This design comes from an exercise in tuning for small area and a short achievable clock period on the open sky130 flow, not from production work. Only simulation tests tie the RTL to the original design; equivalence was not proved. Power figures rest on the tool's default switching activity, not on a simulated workload.

`flow/config.mk`:
```
export PLATFORM = sky130hd
export DESIGN_NAME = cpu_core
export DESIGN_NICKNAME = cpu_core
export VERILOG_FILES = /design/flow/design.v
export SDC_FILE = /design/flow/constraint.sdc
export NUM_CORES = 4
export LEC_CHECK = 0
export CAP_MARGIN = 20
export CORE_MARGIN = 2
export CORE_UTILIZATION = 45
export CTS_BUF_LIST = sky130_fd_sc_hd__clkbuf_16
export CTS_CLUSTER_DIAMETER = 100
export CTS_CLUSTER_SIZE = 20
export SETUP_SLACK_MARGIN = 3.5
export SLEW_MARGIN = 20
export SYNTH_HIERARCHICAL = 1
export TNS_END_PERCENT = 5
```
`flow/constraint.sdc`:
```
create_clock -name core_clock -period 11.0 [get_ports {clk_i}]
set_input_delay 2.2000 -clock core_clock [delete_from_list [all_inputs] [get_ports {clk_i}]]
set_output_delay 2.2000 -clock core_clock [all_outputs]
set_load 0.01 [all_outputs]
```
`flow/design.v`:
```
`default_nettype none
package cpu_pkg;
	localparam logic [5:0] OP_SPECIAL = 6'h00;
	localparam logic [5:0] OP_J       = 6'h02;
	localparam logic [5:0] OP_BEQ     = 6'h04;
	localparam logic [5:0] OP_BNE     = 6'h05;
	localparam logic [5:0] OP_ADDIU   = 6'h09;
	localparam logic [5:0] OP_SLTI    = 6'h0a;
	localparam logic [5:0] OP_ANDI    = 6'h0c;
	localparam logic [5:0] OP_ORI     = 6'h0d;
	localparam logic [5:0] OP_XORI    = 6'h0e;
	localparam logic [5:0] OP_LUI     = 6'h0f;
	localparam logic [5:0] OP_LW      = 6'h23;
	localparam logic [5:0] OP_SW      = 6'h2b;
	localparam logic [5:0] FN_ADDU = 6'h21;
	localparam logic [5:0] FN_SUBU = 6'h23;
	localparam logic [5:0] FN_AND  = 6'h24;
	localparam logic [5:0] FN_OR   = 6'h25;
	localparam logic [5:0] FN_XOR  = 6'h26;
	localparam logic [5:0] FN_NOR  = 6'h27;
	localparam logic [5:0] FN_SLT  = 6'h2a;
	localparam logic [5:0] FN_SLTU = 6'h2b;
	typedef struct packed {
		logic b_is_rt;       
		logic b_sext;        
		logic b_upper;       
		logic sub;           
		logic sel_add;       
		logic sel_and;
		logic sel_or;
		logic sel_xor;
		logic sel_nor;
		logic sel_slt;       
		logic sel_sltu;      
		logic sel_b;         
		logic dst_is_rd;
		logic reg_write;
		logic mem_read;
		logic mem_write;
		logic beq;
		logic bne;
		logic jump;
	} ctrl_t;
endpackage
`default_nettype wire
`timescale 1ns/10ps
`default_nettype none
module cpu_decoder (
	input  wire logic [32-1:0] instr_i,
	output cpu_pkg::ctrl_t          ctrl_o
);
	logic [5:0] op;
	logic [5:0] fn;
	assign op = instr_i[31:26];
	assign fn = instr_i[5:0];
	always_comb begin
		ctrl_o = '0;
		case (op)
			cpu_pkg::OP_SPECIAL: begin
				ctrl_o.b_is_rt   = 1'b1;
				ctrl_o.dst_is_rd = 1'b1;
				ctrl_o.reg_write = 1'b1;
				case (fn)
					cpu_pkg::FN_ADDU: ctrl_o.sel_add = 1'b1;
					cpu_pkg::FN_SUBU: begin ctrl_o.sel_add = 1'b1; ctrl_o.sub = 1'b1; end
					cpu_pkg::FN_AND:  ctrl_o.sel_and = 1'b1;
					cpu_pkg::FN_OR:   ctrl_o.sel_or  = 1'b1;
					cpu_pkg::FN_XOR:  ctrl_o.sel_xor = 1'b1;
					cpu_pkg::FN_NOR:  ctrl_o.sel_nor = 1'b1;
					cpu_pkg::FN_SLT:  begin ctrl_o.sel_slt  = 1'b1; ctrl_o.sub = 1'b1; end
					cpu_pkg::FN_SLTU: begin ctrl_o.sel_sltu = 1'b1; ctrl_o.sub = 1'b1; end
					default:          ctrl_o.reg_write = 1'b0;
				endcase
			end
			cpu_pkg::OP_ADDIU: begin
				ctrl_o.b_sext = 1'b1; ctrl_o.sel_add = 1'b1; ctrl_o.reg_write = 1'b1;
			end
			cpu_pkg::OP_SLTI: begin
				ctrl_o.b_sext = 1'b1; ctrl_o.sub = 1'b1; ctrl_o.sel_slt = 1'b1; ctrl_o.reg_write = 1'b1;
			end
			cpu_pkg::OP_ANDI: begin ctrl_o.sel_and = 1'b1; ctrl_o.reg_write = 1'b1; end
			cpu_pkg::OP_ORI:  begin ctrl_o.sel_or  = 1'b1; ctrl_o.reg_write = 1'b1; end
			cpu_pkg::OP_XORI: begin ctrl_o.sel_xor = 1'b1; ctrl_o.reg_write = 1'b1; end
			cpu_pkg::OP_LUI: begin
				ctrl_o.b_upper = 1'b1; ctrl_o.sel_b = 1'b1; ctrl_o.reg_write = 1'b1;
			end
			cpu_pkg::OP_LW: begin ctrl_o.mem_read = 1'b1; ctrl_o.reg_write = 1'b1; end
			cpu_pkg::OP_SW:  ctrl_o.mem_write = 1'b1;
			cpu_pkg::OP_BEQ: ctrl_o.beq  = 1'b1;
			cpu_pkg::OP_BNE: ctrl_o.bne  = 1'b1;
			cpu_pkg::OP_J:   ctrl_o.jump = 1'b1;
			default: ;
		endcase
	end
endmodule
`default_nettype wire
`timescale 1ns/10ps
`default_nettype none
module cpu_regfile (
	input  wire logic               clk_i,
	input  wire logic               rst_i,
	input  wire logic [5-1:0] rs_idx_i,
	input  wire logic [5-1:0] rt_idx_i,
	output      logic [32-1:0] rs_data_o,
	output      logic [32-1:0] rt_data_o,
	output      logic [32-1:0] rs_data_n_o,    
	input  wire logic [5-1:0] wr_idx_i,
	input  wire logic [32-1:0] wr_data_i,
	input  wire logic               wr_en_i
);
	logic [32-1:1][32-1:0] regs;
	logic [32-1:1]              wen;
	logic [32-1:1]              rs_sel;
	logic [32-1:1]              rt_sel;
	logic [32-1:0]                 wdata;
	assign wdata = rst_i ? '0 : wr_data_i;
	for (genvar r = 1; r < 32; r++) begin : g_reg
		assign wen[r]    = rst_i | (wr_en_i & (wr_idx_i == r));
		assign rs_sel[r] = (rs_idx_i == r);
		assign rt_sel[r] = (rt_idx_i == r);
		always_ff @(posedge clk_i) begin
			if (wen[r])
				regs[r] <= wdata;
		end
	end
	logic [32-1:0] rt_data_n;
	cpu_rdport u_rs (.regs_i(regs), .sel_i(rs_sel), .data_o(rs_data_o), .data_n_o(rs_data_n_o));
	cpu_rdport u_rt (.regs_i(regs), .sel_i(rt_sel), .data_o(rt_data_o), .data_n_o(rt_data_n));
endmodule
`default_nettype wire
`default_nettype none
module cpu_rdport (
	input  wire logic [32-1:1][32-1:0] regs_i,
	input  wire logic [32-1:1]              sel_i,
	output      logic [32-1:0]                 data_o,
	output      logic [32-1:0]                 data_n_o       
);
	always_comb begin
		data_o = '0;
		for (int r = 1; r < 32; r++)
			data_o = data_o | (regs_i[r] & {32{sel_i[r]}});
	end
	assign data_n_o = ~data_o;
endmodule
`default_nettype wire
`timescale 1ns/10ps
`default_nettype none
module cpu_alu (
	input  cpu_pkg::ctrl_t          ctrl_i,
	input  wire logic [32-1:0] a_i,
	input  wire logic [32-1:0] b_i,
	output      logic [32-1:0] result_o
);
	logic [32-1:0] sum;
	logic               cout;
	logic               lt_s;
	logic               lt_u;
	logic [32-1:0] x_ab;       
	logic [32-1:0] n_ab;       
	logic [32-1:0] a_ab;
	logic [32-1:0] o_ab;
	cpu_alu_add u_add (
		.a_i    (a_i),
		.b_i    (b_i ^ {32{ctrl_i.sub}}),
		.cin_i  (ctrl_i.sub),
		.s_o    (sum),
		.cout_o (cout),
		.p_o    (x_ab),
		.gn_o   (n_ab)
	);
	assign a_ab = ~n_ab;
	assign o_ab = x_ab | a_ab;
	assign lt_u = ~cout;
	assign lt_s = (a_i[32-1] ^ b_i[32-1]) ? a_i[32-1] : ~cout;
	assign result_o = ({32{ctrl_i.sel_add}} & sum)
	                | ({32{ctrl_i.sel_and}} & a_ab)
	                | ({32{ctrl_i.sel_or}}  & o_ab)
	                | ({32{ctrl_i.sel_xor}} & x_ab)
	                | ({32{ctrl_i.sel_nor}} & ~o_ab)
	                | ({32{ctrl_i.sel_b}}   & b_i)
	                | {{(32-1){1'b0}}, (ctrl_i.sel_slt & lt_s) | (ctrl_i.sel_sltu & lt_u)};
endmodule
`default_nettype wire
`default_nettype none
module cpu_alu_add (
	input  wire logic [32-1:0] a_i,
	input  wire logic [32-1:0] b_i,
	input  wire logic               cin_i,
	output      logic [32-1:0] s_o,
	output      logic               cout_o,
	output      logic [32-1:0] p_o,         
	output      logic [32-1:0] gn_o         
);
	logic [32-1:0] g;
	cpu_add #(.W(32), .ARCH(0)) u_add (
		.a_i    (a_i),
		.b_i    (b_i),
		.cin_i  (cin_i),
		.s_o    (s_o),
		.cout_o (cout_o),
		.p_o    (p_o),
		.g_o    (g)
	);
	assign gn_o = ~g;
endmodule
`default_nettype wire
`default_nettype none
module cpu_add #(
	parameter int W    = 32,
	parameter int ARCH = 0
) (
	input  wire logic [W-1:0] a_i,
	input  wire logic [W-1:0] b_i,
	input  wire logic         cin_i,
	output      logic [W-1:0] s_o,
	output      logic         cout_o,
	output      logic [W-1:0] p_o,           
	output      logic [W-1:0] g_o            
);
	localparam int N = W + 1;            
	localparam int L = (N <= 16) ? 4 : (N <= 32) ? 5 : 6;     
	logic [N-1:0] g [0:2*L];
	logic [N-1:0] p [0:2*L];
	logic [W-1:0] hp;                    
	assign hp   = a_i ^ b_i;
	assign p_o  = hp;
	assign g_o  = a_i & b_i;
	assign g[0] = {g_o, cin_i};
	assign p[0] = {hp, 1'b0};
	if (ARCH == 0) begin : g_ks
		for (genvar l = 0; l < L; l++) begin : g_lvl
			for (genvar i = 0; i < N; i++) begin : g_pos
				if (i >= (1 << l)) begin : g_op
					assign g[l+1][i] = g[l][i] | (p[l][i] & g[l][i-(1<<l)]);
					assign p[l+1][i] = p[l][i] & p[l][i-(1<<l)];
				end else begin : g_cp
					assign g[l+1][i] = g[l][i];
					assign p[l+1][i] = p[l][i];
				end
			end
		end
		for (genvar l = L; l < 2*L; l++) begin : g_fill
			assign g[l+1] = g[l];
			assign p[l+1] = p[l];
		end
	end else if (ARCH == 2) begin : g_sk
		for (genvar l = 0; l < L; l++) begin : g_lvl
			for (genvar i = 0; i < N; i++) begin : g_pos
				if ((i >> l) & 1) begin : g_op
					localparam int J = ((i >> l) << l) - 1;
					assign g[l+1][i] = g[l][i] | (p[l][i] & g[l][J]);
					assign p[l+1][i] = p[l][i] & p[l][J];
				end else begin : g_cp
					assign g[l+1][i] = g[l][i];
					assign p[l+1][i] = p[l][i];
				end
			end
		end
		for (genvar l = L; l < 2*L; l++) begin : g_fill
			assign g[l+1] = g[l];
			assign p[l+1] = p[l];
		end
	end else begin : g_bk
		for (genvar l = 0; l < L; l++) begin : g_up
			for (genvar i = 0; i < N; i++) begin : g_pos
				if (((i + 1) % (2 << l)) == 0) begin : g_op
					assign g[l+1][i] = g[l][i] | (p[l][i] & g[l][i-(1<<l)]);
					assign p[l+1][i] = p[l][i] & p[l][i-(1<<l)];
				end else begin : g_cp
					assign g[l+1][i] = g[l][i];
					assign p[l+1][i] = p[l][i];
				end
			end
		end
		for (genvar k = 0; k < L; k++) begin : g_dn
			localparam int D = 1 << (L - 1 - k);
			for (genvar i = 0; i < N; i++) begin : g_pos
				if ((i >= 2*D) && (((i + 1) % (2*D)) == D)) begin : g_op
					assign g[L+k+1][i] = g[L+k][i] | (p[L+k][i] & g[L+k][i-D]);
					assign p[L+k+1][i] = p[L+k][i] & p[L+k][i-D];
				end else begin : g_cp
					assign g[L+k+1][i] = g[L+k][i];
					assign p[L+k+1][i] = p[L+k][i];
				end
			end
		end
	end
	assign s_o    = hp ^ g[2*L][W-1:0];
	assign cout_o = g[2*L][W];
endmodule
`default_nettype wire
`timescale 1ns/10ps
`default_nettype none
module cpu_pc (
	input  wire logic               clk_i,
	input  wire logic               rst_i,
	input  wire logic               beq_i,
	input  wire logic               bne_i,
	input  wire logic               jump_i,
	input  wire logic               eq_i,        
	input  wire logic [15:0]        imm_i,       
	input  wire logic [25:0]        target_i,    
	output      logic [32-1:0] pc_o
);
	logic [32-3:0] pc_q;
	logic [32-3:0] pc_plus1;
	logic [32-3:0] pc_branch;
	logic [32-3:0] pc_other;
	logic               taken;
	assign inc_c[0] = 1'b1;
	for (genvar i = 1; i < 32-2; i++) begin : g_inc
		assign inc_c[i] = inc_c[i-1] & pc_q[i-1];
	end
	assign pc_plus1 = pc_q ^ inc_c;
	logic               br_cout;
	logic [32-3:0] br_p;
	logic [32-3:0] br_g;
	logic [32-3:0] inc_c;      
	cpu_add #(.W(32-2), .ARCH(1)) u_br (
		.a_i    (pc_q),
		.b_i    ({{(32-18){imm_i[15]}}, imm_i}),
		.cin_i  (1'b1),
		.s_o    (pc_branch),
		.cout_o (br_cout),
		.p_o    (br_p),
		.g_o    (br_g)
	);
	assign pc_other  = jump_i ? {pc_plus1[32-3:32-6], target_i} : pc_plus1;
	assign taken     = (beq_i & eq_i) | (bne_i & ~eq_i);
	always_ff @(posedge clk_i) begin
		if (rst_i)
			pc_q <= '0;
		else
			pc_q <= taken ? pc_branch : pc_other;
	end
	assign pc_o = {pc_q, 2'b00};
endmodule
`default_nettype wire
`timescale 1ns/10ps
`default_nettype none
module cpu_core (
	input  wire logic               clk_i,
	input  wire logic               rst_i,
	output      logic [32-1:0] imem_addr_o,
	input  wire logic [32-1:0] imem_data_i,     
	output      logic [32-1:0] dmem_addr_o,
	output      logic [32-1:0] dmem_wdata_o,
	input  wire logic [32-1:0] dmem_rdata_i,    
	output      logic               dmem_wr_o,       
	output      logic               dmem_rd_o
);
	cpu_pkg::ctrl_t ctrl;
	logic [5-1:0] rs_idx;
	logic [5-1:0] rt_idx;
	logic [5-1:0] rd_idx;
	logic [5-1:0] dst_idx;
	logic [15:0]        imm;
	logic [25:0]        target;
	logic [32-1:0] rs_data;
	logic [32-1:0] rt_data;
	logic [32-1:0] rs_data_n;
	logic [32-1:0] src_b;
	logic [32-1:0] alu_result;
	logic [32-1:0] wb_data;
	assign rs_idx = imem_data_i[25:21];
	assign rt_idx = imem_data_i[20:16];
	assign rd_idx = imem_data_i[15:11];
	assign imm    = imem_data_i[15:0];
	assign target = imem_data_i[25:0];
	cpu_decoder u_decoder (
		.instr_i (imem_data_i),
		.ctrl_o  (ctrl)
	);
	cpu_pc u_pc (
		.clk_i    (clk_i),
		.rst_i    (rst_i),
		.beq_i    (ctrl.beq),
		.bne_i    (ctrl.bne),
		.jump_i   (ctrl.jump),
		.eq_i     (rs_data == rt_data),
		.imm_i    (imm),
		.target_i (target),
		.pc_o     (imem_addr_o)
	);
	assign dst_idx = ctrl.dst_is_rd ? rd_idx : rt_idx;
	assign wb_data = ctrl.mem_read ? dmem_rdata_i : alu_result;
	cpu_regfile u_regfile (
		.clk_i     (clk_i),
		.rst_i     (rst_i),
		.rs_idx_i  (rs_idx),
		.rt_idx_i  (rt_idx),
		.rs_data_o (rs_data),
		.rt_data_o (rt_data),
		.rs_data_n_o (rs_data_n),
		.wr_idx_i  (dst_idx),
		.wr_data_i (wb_data),
		.wr_en_i   (ctrl.reg_write)
	);
	always_comb begin
		if (ctrl.b_is_rt)      src_b = rt_data;
		else if (ctrl.b_sext)  src_b = {{(32-16){imm[15]}}, imm};
		else if (ctrl.b_upper) src_b = {imm, 16'h0000};
		else                   src_b = {{(32-16){1'b0}}, imm};
	end
	cpu_alu u_alu (
		.ctrl_i   (ctrl),
		.a_i      (rs_data),
		.b_i      (src_b),
		.result_o (alu_result)
	);
	cpu_addr_add u_addr (
		.a_n_i (rs_data_n),
		.imm_i (imm),
		.s_o   (dmem_addr_o)
	);
	assign dmem_wdata_o = rt_data;
	assign dmem_rd_o    = ctrl.mem_read;
	assign dmem_wr_o    = ctrl.mem_write & ~rst_i;
endmodule
`default_nettype wire
`default_nettype none
module cpu_addr_add (
	input  wire logic [32-1:0] a_n_i,       
	input  wire logic [15:0]        imm_i,
	output      logic [32-1:0] s_o
);
	logic       cout;
	logic [32-1:0] p;
	logic [32-1:0] g;
	cpu_add #(.W(32), .ARCH(0)) u_add (
		.a_i    (~a_n_i),
		.b_i    ({{(32-16){imm_i[15]}}, imm_i}),
		.cin_i  (1'b0),
		.s_o    (s_o),
		.cout_o (cout),
		.p_o    (p),
		.g_o    (g)
	);
endmodule
`default_nettype wire
```
`flow/flow/run.sh`:
```
#!/bin/bash
# Own layout flow: the standard ORFS flow, with two modules mapped by
# hand instead of by ABC: the register-file read ports (flow/gen_rdport.py),
# the load/store address adder (flow/gen_addr.py) and the alu adder
# (flow/gen_alu_add.py). Ports get buf_2
# buffers. Every tool's output goes to a log file in this folder.
set -euo pipefail
W=$(pwd)

# hand-mapped cells
python3 flow/gen_rdport.py "$W/rdport_cells.v" > "$W/gen_rdport.log" 2>&1
python3 flow/gen_addr.py "$W/addr_cells.v" > "$W/gen_addr.log" 2>&1
python3 flow/gen_alu_add.py "$W/alu_add_cells.v" > "$W/gen_alu_add.log" 2>&1

# The standard flow's synthesis script, with those modules swapped before flattening
python3 - "$W" <<'PY' > "$W/my_synth.log" 2>&1
import sys
w = sys.argv[1]
s = open(f"{w}/synth_recipe.tcl").read()
swap = (
    "yosys delete cpu_rdport cpu_addr_add cpu_alu_add\n"
    f"yosys read_verilog {w}/rdport_cells.v\n"
    f"yosys read_verilog {w}/addr_cells.v\n"
    f"yosys read_verilog {w}/alu_add_cells.v\n"
    "yosys hierarchy -top $::env(DESIGN_NAME)\n"
)
key = "setattr -mod -unset keep_hierarchy"
assert key in s
s = s.replace(key, swap + key, 1)
open(f"{w}/my_synth.tcl", "w").write(s)
print(s)
PY

bash standard.sh SYNTH_SCRIPT="$W/my_synth.tcl" BUFFER_PORTS_ARGS="-buffer_cell sky130_fd_sc_hd__buf_2" finish > "$W/make_finish.log" 2>&1
```
`flow/flow/gen_addr.py`:
```
#!/usr/bin/env python3
"""Writes the cpu_addr_add module (s = ~a_n + sext(imm), 32 bits) as
sky130_fd_sc_hd cells: a Kogge-Stone carry tree of alternating
o21ai/a21oi levels, with inverters only where a finished carry meets a
level of the other polarity."""
import sys
W = 32
out = sys.argv[1] if len(sys.argv) > 1 else "addr_cells.v"
o = ["module cpu_addr_add (a_n_i, imm_i, s_o);",
     f"  input [{W-1}:0] a_n_i;", "  input [15:0] imm_i;", f"  output [{W-1}:0] s_o;"]
n = [0]
def cell(typ, pins, outpin="Y"):
    n[0] += 1
    y = f"aa_w{n[0]}"
    o.append(f"  wire {y};")
    o.append(f"  sky130_fd_sc_hd__{typ} aa_c{n[0]} (" + ", ".join(f".{p}({s})" for p, s in pins) + f", .{outpin}({y}));")
    return y
def b(i):
    return f"imm_i[{min(i, 15)}]"
# level 0: active-low generate and transmit per bit
G = {}; T = {}   # position -> (signal, polarity) ; polarity 1 = active high
for i in range(W):
    G[i] = (cell("nand2b_1", [("A_N", f"a_n_i[{i}]"), ("B", b(i))]), 0)        # ~(a & b)
    T[i] = (cell("nor2b_1", [("A", b(i)), ("B_N", f"a_n_i[{i}]")]), 0)         # ~(a | b)
P = [cell("xor2_1", [("A", f"a_n_i[{i}]"), ("B", b(i))], outpin="X") for i in range(W)]   # ~(a ^ b)
inv_cache = {}
def as_pol(sig, pol, want):
    if pol == want:
        return sig
    if sig not in inv_cache:
        inv_cache[sig] = cell("inv_1", [("A", sig)])
    return inv_cache[sig]
# prefix levels: G[i] covers bits max(0, i-2^l+1)..i
l = 0
while (1 << l) < W:
    d = 1 << l
    nG = dict(G); nT = dict(T)
    for i in range(d, W):
        gh, ph = G[i]; th, _ = T[i]
        gl = as_pol(G[i - d][0], G[i - d][1], ph)
        full = (i - d) < d      # the low group reaches bit 0: it is a finished carry, no T needed
        if ph == 0:     # inputs active low -> o21ai gives active-high G
            nG[i] = (cell("o21ai_0", [("A1", th), ("A2", gl), ("B1", gh)]), 1)
            if not (i < 2 * d):
                tl = as_pol(T[i - d][0], T[i - d][1], 0)
                nT[i] = (cell("nor2_1", [("A", th), ("B", tl)]), 1)
        else:           # inputs active high -> a21oi gives active-low G
            nG[i] = (cell("a21oi_1", [("A1", th), ("A2", gl), ("B1", gh)]), 0)
            if not (i < 2 * d):
                tl = as_pol(T[i - d][0], T[i - d][1], 1)
                nT[i] = (cell("nand2_1", [("A", th), ("B", tl)]), 0)
        if i < 2 * d:
            nT.pop(i, None)
    G, T = nG, nT
    l += 1
# sums: s0 = p0, si = p_i ^ G[i-1]
for i in range(W):
    if i == 0:
        o.append(f"  sky130_fd_sc_hd__inv_1 aa_s0 (.A({P[0]}), .Y(s_o[0]));")
        continue
    c, pol = G[i - 1]
    # P holds ~p: s = p ^ c = ~P ^ c ; xnor(P, c) = ~(P ^ c) = p ^ c when c active high
    if pol == 1:
        o.append(f"  sky130_fd_sc_hd__xnor2_1 aa_s{i} (.A({P[i]}), .B({c}), .Y(s_o[{i}]));")
    else:
        o.append(f"  sky130_fd_sc_hd__xor2_1 aa_s{i} (.A({P[i]}), .B({c}), .X(s_o[{i}]));")
o.append("endmodule")
open(out, "w").write("\n".join(o) + "\n")
```
`flow/flow/gen_alu_add.py`:
```
#!/usr/bin/env python3
"""Writes the cpu_alu_add module (s = a + b + cin, 32 bits, with the carry
out, the half sums p = a ^ b and the inverted generates gn = ~(a & b)) as
sky130_fd_sc_hd cells: a Kogge-Stone carry tree of alternating o21ai/a21oi
levels over the carry-in and the 32 bits, with inverters only where a
finished carry meets a level of the other polarity."""
import sys
W = 32
out = sys.argv[1] if len(sys.argv) > 1 else "alu_add_cells.v"
o = ["module cpu_alu_add (a_i, b_i, cin_i, s_o, cout_o, p_o, gn_o);",
     f"  input [{W-1}:0] a_i;", f"  input [{W-1}:0] b_i;", "  input cin_i;",
     f"  output [{W-1}:0] s_o;", "  output cout_o;",
     f"  output [{W-1}:0] p_o;", f"  output [{W-1}:0] gn_o;"]
n = [0]
def cell(typ, pins, y=None, outpin="Y"):
    n[0] += 1
    if y is None:
        y = f"ka_w{n[0]}"
        o.append(f"  wire {y};")
    o.append(f"  sky130_fd_sc_hd__{typ} ka_c{n[0]} (" + ", ".join(f".{p}({s})" for p, s in pins) + f", .{outpin}({y}));")
    return y
N = W + 1                       # position 0 is the carry-in, position k+1 is bit k
G = {}; T = {}                  # position -> (signal, polarity); polarity 1 = active high
G[0] = (cell("inv_1", [("A", "cin_i")]), 0)
for k in range(W):
    G[k + 1] = (cell("nand2_1", [("A", f"a_i[{k}]"), ("B", f"b_i[{k}]")], y=f"gn_o[{k}]"), 0)
    T[k + 1] = (cell("nor2_1", [("A", f"a_i[{k}]"), ("B", f"b_i[{k}]")]), 0)
P = [cell("xor2_1", [("A", f"a_i[{k}]"), ("B", f"b_i[{k}]")], y=f"p_o[{k}]", outpin="X") for k in range(W)]
inv_cache = {}
def as_pol(sig, pol, want):
    if pol == want:
        return sig
    if sig not in inv_cache:
        inv_cache[sig] = cell("inv_1", [("A", sig)])
    return inv_cache[sig]
l = 0
while (1 << l) < N:
    d = 1 << l
    nG = dict(G); nT = dict(T)
    for i in range(d, N):
        gh, ph = G[i]; th = T[i][0]
        gl = as_pol(G[i - d][0], G[i - d][1], ph)
        if ph == 0:
            nG[i] = (cell("o21ai_0", [("A1", th), ("A2", gl), ("B1", gh)]), 1)
        else:
            nG[i] = (cell("a21oi_1", [("A1", th), ("A2", gl), ("B1", gh)]), 0)
        if i >= 2 * d:          # the group does not reach position 0 yet: it still needs its transmit
            tl = as_pol(T[i - d][0], T[i - d][1], ph)
            nT[i] = (cell("nor2_1" if ph == 0 else "nand2_1", [("A", th), ("B", tl)]), 1 - ph)
        else:
            nT.pop(i, None)
    G, T = nG, nT
    l += 1
# carry into bit k is G[k] (positions 0..k); s_k = p_k ^ c_k
for k in range(W):
    c, pol = G[k]
    if pol == 1:
        cell("xor2_1", [("A", P[k]), ("B", c)], y=f"s_o[{k}]", outpin="X")
    else:
        cell("xnor2_1", [("A", P[k]), ("B", c)], y=f"s_o[{k}]")
c, pol = G[W]
if pol == 1:
    cell("buf_1", [("A", c)], y="cout_o", outpin="X")
else:
    cell("inv_1", [("A", c)], y="cout_o")
o.append("endmodule")
open(out, "w").write("\n".join(o) + "\n")
```
`flow/flow/gen_rdport.py`:
```
#!/usr/bin/env python3
"""Writes rdport_cells.v: the cpu_rdport read-port module (31 registers by
one-hot select, 32 bits, out both ways) as sky130_fd_sc_hd cells: a222oi
groups of three registers, then a nand tree, a nor3 for the inverted data
and an inverter for the data, per bit."""
W, R = 32, 31
o = []
o.append("module cpu_rdport (regs_i, sel_i, data_o, data_n_o);")
o.append(f"  input [{R*W-1}:0] regs_i;")
o.append(f"  input [{R-1}:0] sel_i;")
o.append(f"  output [{W-1}:0] data_o;")
o.append(f"  output [{W-1}:0] data_n_o;")
for b in range(W):
    def d(r):  # register r (1..31), bit b; packed [31:1] puts r1 at the bottom
        return f"regs_i[{(r-1)*W + b}]"
    def s(r):
        return f"sel_i[{r-1}]"
    t = []
    for k in range(10):
        r0 = 3*k + 1
        n = f"rp_t{b}_{k}"
        o.append(f"  wire {n};")
        o.append(f"  sky130_fd_sc_hd__a222oi_1 rp_a{b}_{k} (.A1({s(r0)}), .A2({d(r0)}), .B1({s(r0+1)}), .B2({d(r0+1)}), .C1({s(r0+2)}), .C2({d(r0+2)}), .Y({n}));")
        t.append(n)
    n = f"rp_t{b}_10"
    o.append(f"  wire {n};")
    o.append(f"  sky130_fd_sc_hd__nand2_1 rp_n{b}_10 (.A({s(31)}), .B({d(31)}), .Y({n}));")
    t.append(n)
    for j, (grp, cell) in enumerate([(t[0:4], "nand4_1"), (t[4:8], "nand4_1"), (t[8:11], "nand3_1")]):
        n = f"rp_u{b}_{j}"
        o.append(f"  wire {n};")
        pins = "".join(f".{p}({x}), " for p, x in zip("ABCD", grp))
        o.append(f"  sky130_fd_sc_hd__{cell} rp_m{b}_{j} ({pins}.Y({n}));")
    o.append(f"  sky130_fd_sc_hd__nor3_1 rp_o{b} (.A(rp_u{b}_0), .B(rp_u{b}_1), .C(rp_u{b}_2), .Y(data_n_o[{b}]));")
    o.append(f"  sky130_fd_sc_hd__inv_2 rp_i{b} (.A(data_n_o[{b}]), .Y(data_o[{b}]));")
o.append("endmodule")
open(__import__("sys").argv[1] if len(__import__("sys").argv) > 1 else "rdport_cells.v", "w").write("\n".join(o) + "\n")
```
`flow/standard.sh`:
```
#!/bin/bash
# synth_recipe.tcl (not shown) runs the flow's synth.tcl, then flattens the netlist and writes it again
# the make line also repeats each setting of config.mk as NAME=value (left out here)
make -C /OpenROAD-flow-scripts/flow DESIGN_CONFIG=/design/flow/config.mk WORK_HOME=/design/flow/orfs CLKGATE_MAP_FILE= SYNTH_SCRIPT=/design/flow/synth_recipe.tcl "${@:-finish}"
```
==> flow_summary.toml, run 1 <==
[run_status]
status = "complete, no violations"

[timing]
period_share_pct = 72.5
hold_viol_final = 0
rsz0062_at_grt = "true"
worst_slew_pin_slew_ns = 1.17
finalSetupViolCount = 0
relSlewSlack_pct = 21.8
fin_crit_ns = 7.97
max_freq_mhz = 125
slew_viol_final = 0
skew_ns = 0.0507
fin_ws_ns = 3.03
fin_setup_tns_ns = 0

[global_routing]
grt_pass1_wl_um = 288000
gr-total-overflow = 0
grt_use_total_pct = 36.2
grt_antenna_before_repair = 2
grt_max_degree = 71
grt_pass1_vias = 38400

[cells_and_area]
layout-drive-gt1-share_pct = 25.3
mostFrequentLayoutCells = "edfxtp_1 (992), a222oi_1 (672), buf_4 (263)"
layout_commonest_cell = "edfxtp_1"
final_nets = 4310
area_growth_pct = 20.0

[setup_path]
critical-path-top-delay-family = "simple AND/OR/NAND/NOR gates"
cp_data_required_time_ns = 8.80
crit_buf_inv = 7
critical-path-slowest-cell = "nand4_1"
cp-start-kind = "primary input"
end_kind = "output pin"
path_cells = "buf_12 > nand2b_4 > buf_12 > buf_4 > nor2_4 > buf_12 > a222oi_1 > nand4_1 > nor3_4 > nor2b_4 > nor2_2 > a21oi_4 > buf_4 > inv_1 > a21oi_2 > o21ai_1 > xnor2_1 > buf_2"
arrival_ns = 5.77
crit_path_max_fanout = 13
worst_path_largest_cell_delay_ns = 0.56
worstSetupPathType = "in -> out"
cpMostUsedCell = "buf_12"

[cts]
htree_levels = 2
cts_tree = "done"
insertion_delay_ns = 0.73
clock-sinks = 1022
max-clock-path-buffers = 3
path_clk_slew_ns = 0.08
root_buffer = "clkbuf_16"
cts_buffers = 59

[power]
cellPowerDensity_nw_per_um2 = 142
ir_drop_mv = 0.154
p_leak_nw = 21.3

[floorplan]
fp.dieH_um = 334
die_x_um = 334
initial_core_util_pct = 45.2
core_um2 = 109000
rows = 121
pin_count = 164
die_area_um2 = 112000

[synthesis]
synth_cells = 3651
synth_area_um2 = 49100
yosysWarnings = 17
syn_area_per_cell_um2 = 13.4

[drt]
antenna_left = 0
vias = 41400
wirelength_um = 209000
viasPerCell = 7.38
drt_iter0_drc = 9455
dr.pass1.iters = 14
drc = 0
wire_per_inst_um = 37.3

[placement]
dp_slack_ns = 1.54
hpwl_um = 131000
gp_congestion = 0.965
numPortBuffers = 161

[min_path]
hp-class = "reg -> reg"

[run]
cap_violations = 0
final cells by class:
cell class	count	area [µm²]
Antenna cell	3	7.51
Clock inverter	18	155
Multi-Input combinational cell	2446	20100
Timing Repair Buffer	517	4550
Fill cell	8893	49600
Sequential cell	1022	30400
Inverter	126	473
Clock buffer	60	1500
Tap cell	1414	1770
report_power, final:
part	switching (mW)	leakage [nW]	total [mW]	internal [mW]
clock network	1.27	0.846	2.28	1.01
logic	1.06	9.95	1.56	0.499
registers	0.0937	10.5	4.54	4.45
timing repair:
action	in CTS	in global routing
hold buffers	0	0
setup endpoints to repair	958	906
hold endpoints to repair	0	0
gates resized for setup	351	111
pin swaps	187	91
cloned	15	2
buffers inserted	155	41
metal layers:
metal  share of wire, %  GRT usage, %  vias to the layer above
met2                 44          55.1                     3420
met4                7.3          22.6                        2
met1                 35          45.4                    20500
met5              0.027         0.347                        -
met3                 14          10.7                      612
li1                   -             -                    16800
path summary, 6_finish.rpt:
check	from	endpoint	slack, ns	depth (start not counted)
worst min register to register	u_pc.pc_q[29]	u_pc.pc_q[29]	0.57	2
worst max register to register	u_pc.pc_q[1]	u_pc.pc_q[29]	4.96	30
worst max-delay path	imem_data_i[23]	dmem_addr_o[27]	3.03	18
worst min-delay path	u_pc.pc_q[29]	u_pc.pc_q[29]	0.57	2
worst min-delay path: cells and delay by family (launching register included):
family | cells | cell delay (ns)
AO/OA/AOI/OAI | 1 | 0.06
XOR/XNOR | 1 | 0.13
flip-flops | 1 | 0.34
registers in the layout, summed over array words and instances, names as in the netlist:
register,cells
u_pc.pc_q,30
u_regfile.regs,992
through the flow:
stage | utilization, % | cell area, µm² | total power, mW | hold slack (ns) | std cells
after floorplan | - | 49300 | 5.27 | 0.580 | 3652
after global placement | 49.1 | 53300 | 5.88 | 0.560 | 5311
after detailed placement | 49.1 | 53300 | 5.88 | 0.570 | 5312
after CTS | 53.4 | 58000 | 8.27 | 0.582 | 5560
after global routing | 54.3 | 58900 | 8.57 | 0.616 | 5603
final | 54.3 | 58900 | 8.38 | 0.574 | 5606
==> run 2: changes to the inputs <==
--- a/flow/flow/run.sh
+++ b/flow/flow/run.sh
@@ -1,5 +1,5 @@
 #!/bin/bash
-# Own layout flow: the standard ORFS flow, with two modules mapped by
+# Own layout flow: the standard ORFS flow, with three modules mapped by
 # hand instead of by ABC: the register-file read ports (flow/gen_rdport.py),
 # the load/store address adder (flow/gen_addr.py) and the alu adder
 # (flow/gen_alu_add.py). Ports get buf_2
--- a/flow/config.mk
+++ b/flow/config.mk
@@ -11,6 +11,7 @@
 export CTS_BUF_LIST = sky130_fd_sc_hd__clkbuf_16
 export CTS_CLUSTER_DIAMETER = 100
 export CTS_CLUSTER_SIZE = 20
+export GPL_ROUTABILITY_DRIVEN = 0
 export SETUP_SLACK_MARGIN = 3.5
 export SLEW_MARGIN = 20
 export SYNTH_HIERARCHICAL = 1
==> run 2 against run 1 <==
Worst setup slack got worse by 0.013 ns. Hold slack improved by 0.0044 ns. Via count grew 0.11%. Critical path depth is 2 lower. Combinational power decreased by 4%. Final cell count down 0.45%. Synthesized cell count is the same. Total power is 1.5% lower. Global-route usage down 1.7 points. Register-to-register slack worse by 0.10 ns. Clock power shrank 3%. Critical path type unchanged. Largest cell class unchanged. Largest power group unchanged.
==> flow_summary.toml, run 2 <==
[run_status]
status = "complete, no violations"

[setup_path]
crit_buf_inv = 4
cp.depth = 16
reg2reg_to = "u_pc.pc_q[29]"
reg2reg_from = "u_pc.pc_q[0]"
path_cells = "buf_8 > nand2b_4 > buf_4 > nor3_4 > buf_8 > a222oi_1 > nand4_1 > nor3_4 > nor2b_4 > o21ai_1 > a21oi_1 > o21ai_1 > a21oi_1 > o21ai_1 > xnor2_1 > buf_2"
end_kind = "output pin"
worstSetupPathType = "in -> out"
cpMostUsedCell = "o21ai_1"
r2r_setup_slack_ns = 4.86
cp_data_required_time_ns = 8.80
cp-start-kind = "primary input"
arrival_ns = 5.78
critical-path-top-delay-family = "simple AND/OR/NAND/NOR gates"
crit_path_max_fanout = 20
worstSetupEndpoint = "dmem_addr_o[25]"
critical-path-slowest-cell = "nand4_1"
worst_path_largest_cell_delay_ns = 0.51
startpoint = "imem_data_i[24]"
ff2ff_path_depth = 30

[global_routing]
gr-total-overflow = 0
grt_max_degree = 69
grt_pass1_vias = 37900
grt_antenna_before_repair = 2
grt_pass1_wl_um = 277000
met3_usage_pct = 8.51
grt_use_total_pct = 34.5
use_met2_pct = 51.9
use_met1_pct = 44.6
gr-max-usage-layer = "met2"

[floorplan]
pin_count = 164
rows = 121
core_um2 = 109000
fp.dieH_um = 334
initial_core_util_pct = 45.2
die_x_um = 334
die_area_um2 = 112000

[power]
p_leak_nw = 20.9
cellPowerDensity_nw_per_um2 = 143
ir_drop_mv = 0.139

[placement]
dp_slack_ns = 1.66
hpwl_um = 127000
numPortBuffers = 161
postPlaceCellArea_um2 = 53300

[cts]
insertion_delay_ns = 0.69
root_buffer = "clkbuf_16"
htree_levels = 2
cts_buffers = 58
path_clk_slew_ns = 0.09
clock-sinks = 1022
cts_tree = "done"
max-clock-path-buffers = 3

[drt]
vias = 41400
viasPerCell = 7.42
wirelength_um = 202000
drt_iter0_drc = 9878
wire_per_inst_um = 36.2
antenna_left = 0
drc = 0
dr.pass1.iters = 11

[cells_and_area]
largest_register_ffs = 992
utilization_pct = 53.3
final_nets = 4290
reg_top3 = "u_regfile.regs: 992 flops, u_pc.pc_q: 30 flops"
layout_commonest_cell = "edfxtp_1"
fill_cells = 9020
area_growth_pct = 18.0
seqCellArea_um2 = 30400
mostFrequentLayoutCells = "edfxtp_1 (992), a222oi_1 (672), buf_4 (287)"
multiInputGateArea_um2 = 19800
layout-drive-gt1-share_pct = 24.4
largest-register = "u_regfile.regs"
final_area_um2 = 57900

[timing]
fin_ws_ns = 3.02
period_share_pct = 72.6
slew_viol_final = 0
worst_slew_pin_slew_ns = 1.15
max_freq_mhz = 125
fin_crit_ns = 7.98
whs_ns = 0.578
rsz0062_at_grt = "true"
relSlewSlack_pct = 23.5
skew_ns = 0.0315
hold_viol_final = 0
finalSetupViolCount = 0
fin_setup_tns_ns = 0

[run]
cap_violations = 0

[synthesis]
synth_area_um2 = 49100
yosysWarnings = 17
syn_area_per_cell_um2 = 13.4
synth_cells = 3651

[min_path]
hp-class = "reg -> reg"
holdCritStartpoint = "u_pc.pc_q[29]"
==> run 2: through the flow <==
| step | total power [mW] | std cells |
|---|---|---|
| after global placement | 5.85 | 5305 |
| after CTS | 8.16 | 5533 |
| final | 8.26 | 5581 |
| after detailed placement | 5.86 | 5306 |
| after global routing | 8.45 | 5580 |
| after floorplan | 5.27 | 3652 |
==> run 2: worst register-to-register path: cells and delay by family, from the launching register on <==
| kind | cells | cell delay, ns |
|---|---|---|
| adder cells (fa/ha/maj) | 28 | 5.40 |
| AO/OA/AOI/OAI | 1 | 0.21 |
| XOR/XNOR | 1 | 0.12 |
| flip-flops | 1 | 0.36 |
==> run 2: final cells by class <==
class	count	share of cell area [%]
inverters	126	0.817
multi-input cells	2443	34.3
flip-flops and latches	1022	52.5
diodes	1	0.00432
clock buffers	59	2.55
repair buffers	501	6.65
well taps	1414	3.06
clock inverters	15	0.151
==> run 2: metal layers <==
metal	share of wire (%)	vias to the layer above
met3	14	694
li1	-	16700
met2	43	3685
met1	35	20300
met5	0.0064	-
met4	8.1	2
==> run 2: how the worst min path moves through the flow <==
stage / slack, ns / depth (start not counted) / to
after floorplan: 0.58 / 2 / u_pc.pc_q[29]
after global placement: 0.56 / 2 / u_pc.pc_q[29]
after detailed placement: 0.57 / 2 / u_pc.pc_q[29]
after CTS: 0.58 / 2 / u_pc.pc_q[29]
after global routing: 0.62 / 2 / u_pc.pc_q[29]
final: 0.58 / 2 / u_pc.pc_q[29]
==> run 2: timing repair <==
item | 4_1_cts | 5_1_grt
gates cloned | 3 | 5
pin swaps | 147 | 70
hold buffers | 0 | 0
resized for setup | 309 | 70
endpoints found under the setup margin | 940 | 894
buffers inserted | 150 | 42
==> run 2: power breakdown <==
| group | internal (mW) | switching (mW) | total [mW] |
|---|---|---|---|
| registers | 4.45 | 0.0937 | 4.54 |
| clock network | 0.963 | 1.25 | 2.22 |
| logic | 0.476 | 1.02 | 1.50 |

separate check: timing with driven ports:
The results above use ideal ports. As a check the final layouts listed here were re-extracted and re-timed, cells and wires unchanged. Step 1, drivers: a clkbuf_16 drives clk_i and a buf_2 each remaining input, both assumed. Step 2 moves the port delays by t, midway between the first and last clock arrival at a register: inputs arrive t later, outputs are due t later. That takes back most of the time a late clock gives input paths. a / b / c = ideal / step 1 / step 2; a / b = the first two.
run	shift t [ns]	setup slack, ns	latest minus earliest clock arrival (ns)	worst slew at a driven data input, ns
run 1	0.792	3.029 / 2.916 / 2.568	0.051 / 0.050	0.15
run 2	0.749	3.016 / 2.960 / 2.519	0.031 / 0.032	0.08
After both steps every run listed still meets setup and hold. For run 2, which loses most, drivers alone change the setup slack by -0.056 ns; drivers and shift together by -0.497 ns.
